This design comes from an exercise in tuning for small area and few clock cycles per item on the open sky130 flow, not from production work.
Function was checked by simulation only, so behaviour that the tests miss may differ from the original.
Power figures rest on the tool's default switching activity, not on a simulated workload. The flow treats the clock pin as an ideal source, which a real chip does not have.

run 1:
// video_to_ram
module video_to_ram (
	input  logic        i_clk_100_bus,
	input  logic        i_rst,
	input  logic        i_pix_valid,
	input  logic        i_pix_eol,
	input  logic [9:0]  i_pix_line_num,
	input  logic [7:0]  i_pix_red,
	input  logic [7:0]  i_pix_green,
	input  logic [7:0]  i_pix_blue,
	input  logic [7:0]  i_pix_luma,
	input  logic        i_mem_ready,
	input  logic        i_credit_return,
	output logic        o_beat_valid,
	output logic        o_beat_first,
	output logic [31:0] o_beat_addr,
	output logic [31:0] o_beat_data,
	output logic        o_luma_valid,
	output logic        o_luma_first,
	output logic [7:0]  o_luma_luma,
	output logic [9:0]  o_luma_line_num
);
clock: 10.0 ns
lec_check: 0
cap_margin: 20
core_margin: 2
core_utilization: 40
cts_cluster_diameter: 90
cts_cluster_size: 34
slew_margin: 20
standard.sh (not shown) runs the stock make flow with config.mk's settings and CLKGATE_MAP_FILE= SYNTH_SCRIPT=/design/flow/synth_recipe.tcl, a recipe that flattens the netlist after the stock synthesis.
==> flow/flow/run.sh <==
#!/bin/bash
# Standard layout, with plain buf_1 cells as the port buffers and buf_12 clock leaves.
set -euo pipefail
export BUFFER_PORTS_ARGS="-buffer_cell sky130_fd_sc_hd__buf_1"
export CTS_ARGS="-sink_clustering_enable -repair_clock_nets -sink_clustering_size 30 -sink_clustering_max_diameter 80 -buf_list sky130_fd_sc_hd__clkbuf_16 -sink_clustering_buffer sky130_fd_sc_hd__buf_12"
bash standard.sh > standard_make.log 2>&1
Both conditions hold for run 1: the flow ran to the end and the final layout passed the timing, design-rule and antenna checks.
Testbench counts of run 1, summed over its fixed seeds: cycles 20,992, lines 320.
### run 1 -> run 2
Settings: changing CTS_CLUSTER_DIAMETER from 90 to 85; changing CTS_CLUSTER_SIZE from 34 to 32.
==> flow/run.sh (new file) <==
#!/bin/bash
# synth_recipe.tcl (not shown) runs the flow's synth.tcl, then flattens the netlist and writes it again
# the make line also repeats each setting of config.mk as NAME=value (left out here)
make -C /OpenROAD-flow-scripts/flow DESIGN_CONFIG=/design/flow/config.mk WORK_HOME=/design/flow/orfs CLKGATE_MAP_FILE= SYNTH_SCRIPT=/design/flow/synth_recipe.tcl finish
removed: flow/flow/run.sh
removed: flow/standard.sh
## What came out
Run 2 has completed all stages; timing, DRC and antenna checks passed. Reported for run 1 and run 2, area after synthesis turned out identical to the last digit. When the final numbers for run 1 and run 2 were put side by side, the fraction of area in clock buffers and inverters turned out to be greater in run 2. Compared with run 1, in run 2 fraction of area in registers fell 0.88 points, total number of nets in the final design did not really move, setup slack of the critical path after layout saw a decrease, data arrival at the endpoint of the critical path climbed 0.41 ns.
Input-level comparison between run 3 and run 2:
Settings: setting CTS_BUF_LIST to sky130_fd_sc_hd__clkbuf_4 sky130_fd_sc_hd__clkbuf_8 sky130_fd_sc_hd__clkbuf_16 for the first time; changing CTS_CLUSTER_DIAMETER from 85 to 90; changing CTS_CLUSTER_SIZE from 32 to 34.
==> run summary <==
Compared with run 2, in run 3 fraction of the cycle the final worst path needs dropped 0.37 points, power density of the placed cells dropped about 1.3%, final period demand of the worst path dropped 0.037 ns, part of the power in the clock network dropped 1.3 points, setup slack climbed 0.037 ns. Overall power consumption was lower in run 3 than in run 2. The proportion of cell area occupied by multi-input gates on run 3 is in line with that on run 2. Non-filler instance count after layout essentially unchanged between run 2 and run 3.
Inputs modified between run 3 and run 4:
Settings: CTS_BUF_LIST removed (was sky130_fd_sc_hd__clkbuf_4 sky130_fd_sc_hd__clkbuf_8 sky130_fd_sc_hd__clkbuf_16).
==> flow/flow/run.sh (new file) <==
#!/bin/bash
# Standard layout, with plain buf_1 cells as the port buffers.
set -euo pipefail
export BUFFER_PORTS_ARGS="-buffer_cell sky130_fd_sc_hd__buf_1"
bash standard.sh > standard_make.log 2>&1
==> flow/standard.sh (new file) <==
#!/bin/bash
# synth_recipe.tcl (not shown) runs the flow's synth.tcl, then flattens the netlist and writes it again
# the make line also repeats each setting of config.mk as NAME=value (left out here)
make -C /OpenROAD-flow-scripts/flow DESIGN_CONFIG=/design/flow/config.mk WORK_HOME=/design/flow/orfs CLKGATE_MAP_FILE= SYNTH_SCRIPT=/design/flow/synth_recipe.tcl "${@:-finish}"
removed: flow/run.sh
Notes after the runs:
Looking at relative area change from synthesis to final layout, run 4 sits below run 3.
Run 4 — worst voltage drop across the vdd grid about 5% lower, run 3 as reference
Diff run 3 -> run 4 | maximum frequency | increase of 18 MHz
Compared with run 3, in run 4 detailed-placement wirelength estimate went up by about 0.7%, design area saw a decrease.
Delta (run 4 minus run 3): aggregate routed wire length about even; number of non-filler instances in the completed layout held steady; number of enable flip-flop cells after synthesis saw little to no change; post-route worst setup slack picked up an extra 0.39 ns.

-- re-timing with driven ports --
In the flow no input, the clock included, has a driving cell. The finished layouts below were timed again as built, in two steps. Step 1, drivers: a clkbuf_16 drives i_clk_100_bus and a buf_2 each remaining input, both assumed. Step 2, shift: input delay + t, output delay - t, t = (earliest + latest rising clock arrival at the registers) / 2. This alone moves slack from input paths to output paths. Slacks: ideal / step 1 / step 2; pairs: ideal / step 1.
| run | shift t [ns] | slack for setup (ns) | hold WS [ns] | latest minus earliest clock arrival (ns) | slew at the worst register clock pin (ns) |
|---|---|---|---|---|---|
| run 1 | 0.861 | 5.549 / 5.467 / 5.501 | 0.317 / 0.317 / 0.317 | 0.036 / 0.036 | 0.12 / 0.12 |
| run 2 | 0.855 | 5.135 / 5.057 / 5.206 | 0.306 / 0.306 / 0.306 | 0.057 / 0.057 | 0.12 / 0.12 |
| run 3 | 0.841 | 5.172 / 5.093 / 5.201 | 0.320 / 0.320 / 0.320 | 0.037 / 0.037 | 0.12 / 0.12 |
| run 4 | 0.859 | 5.559 / 5.476 / 5.524 | 0.303 / 0.303 / 0.303 | 0.055 / 0.055 | 0.12 / 0.12 |
After both steps setup and hold are still met in every run listed. For run 1, which loses most, drivers alone change the setup slack by -0.082 ns; drivers and shift together by -0.048 ns.
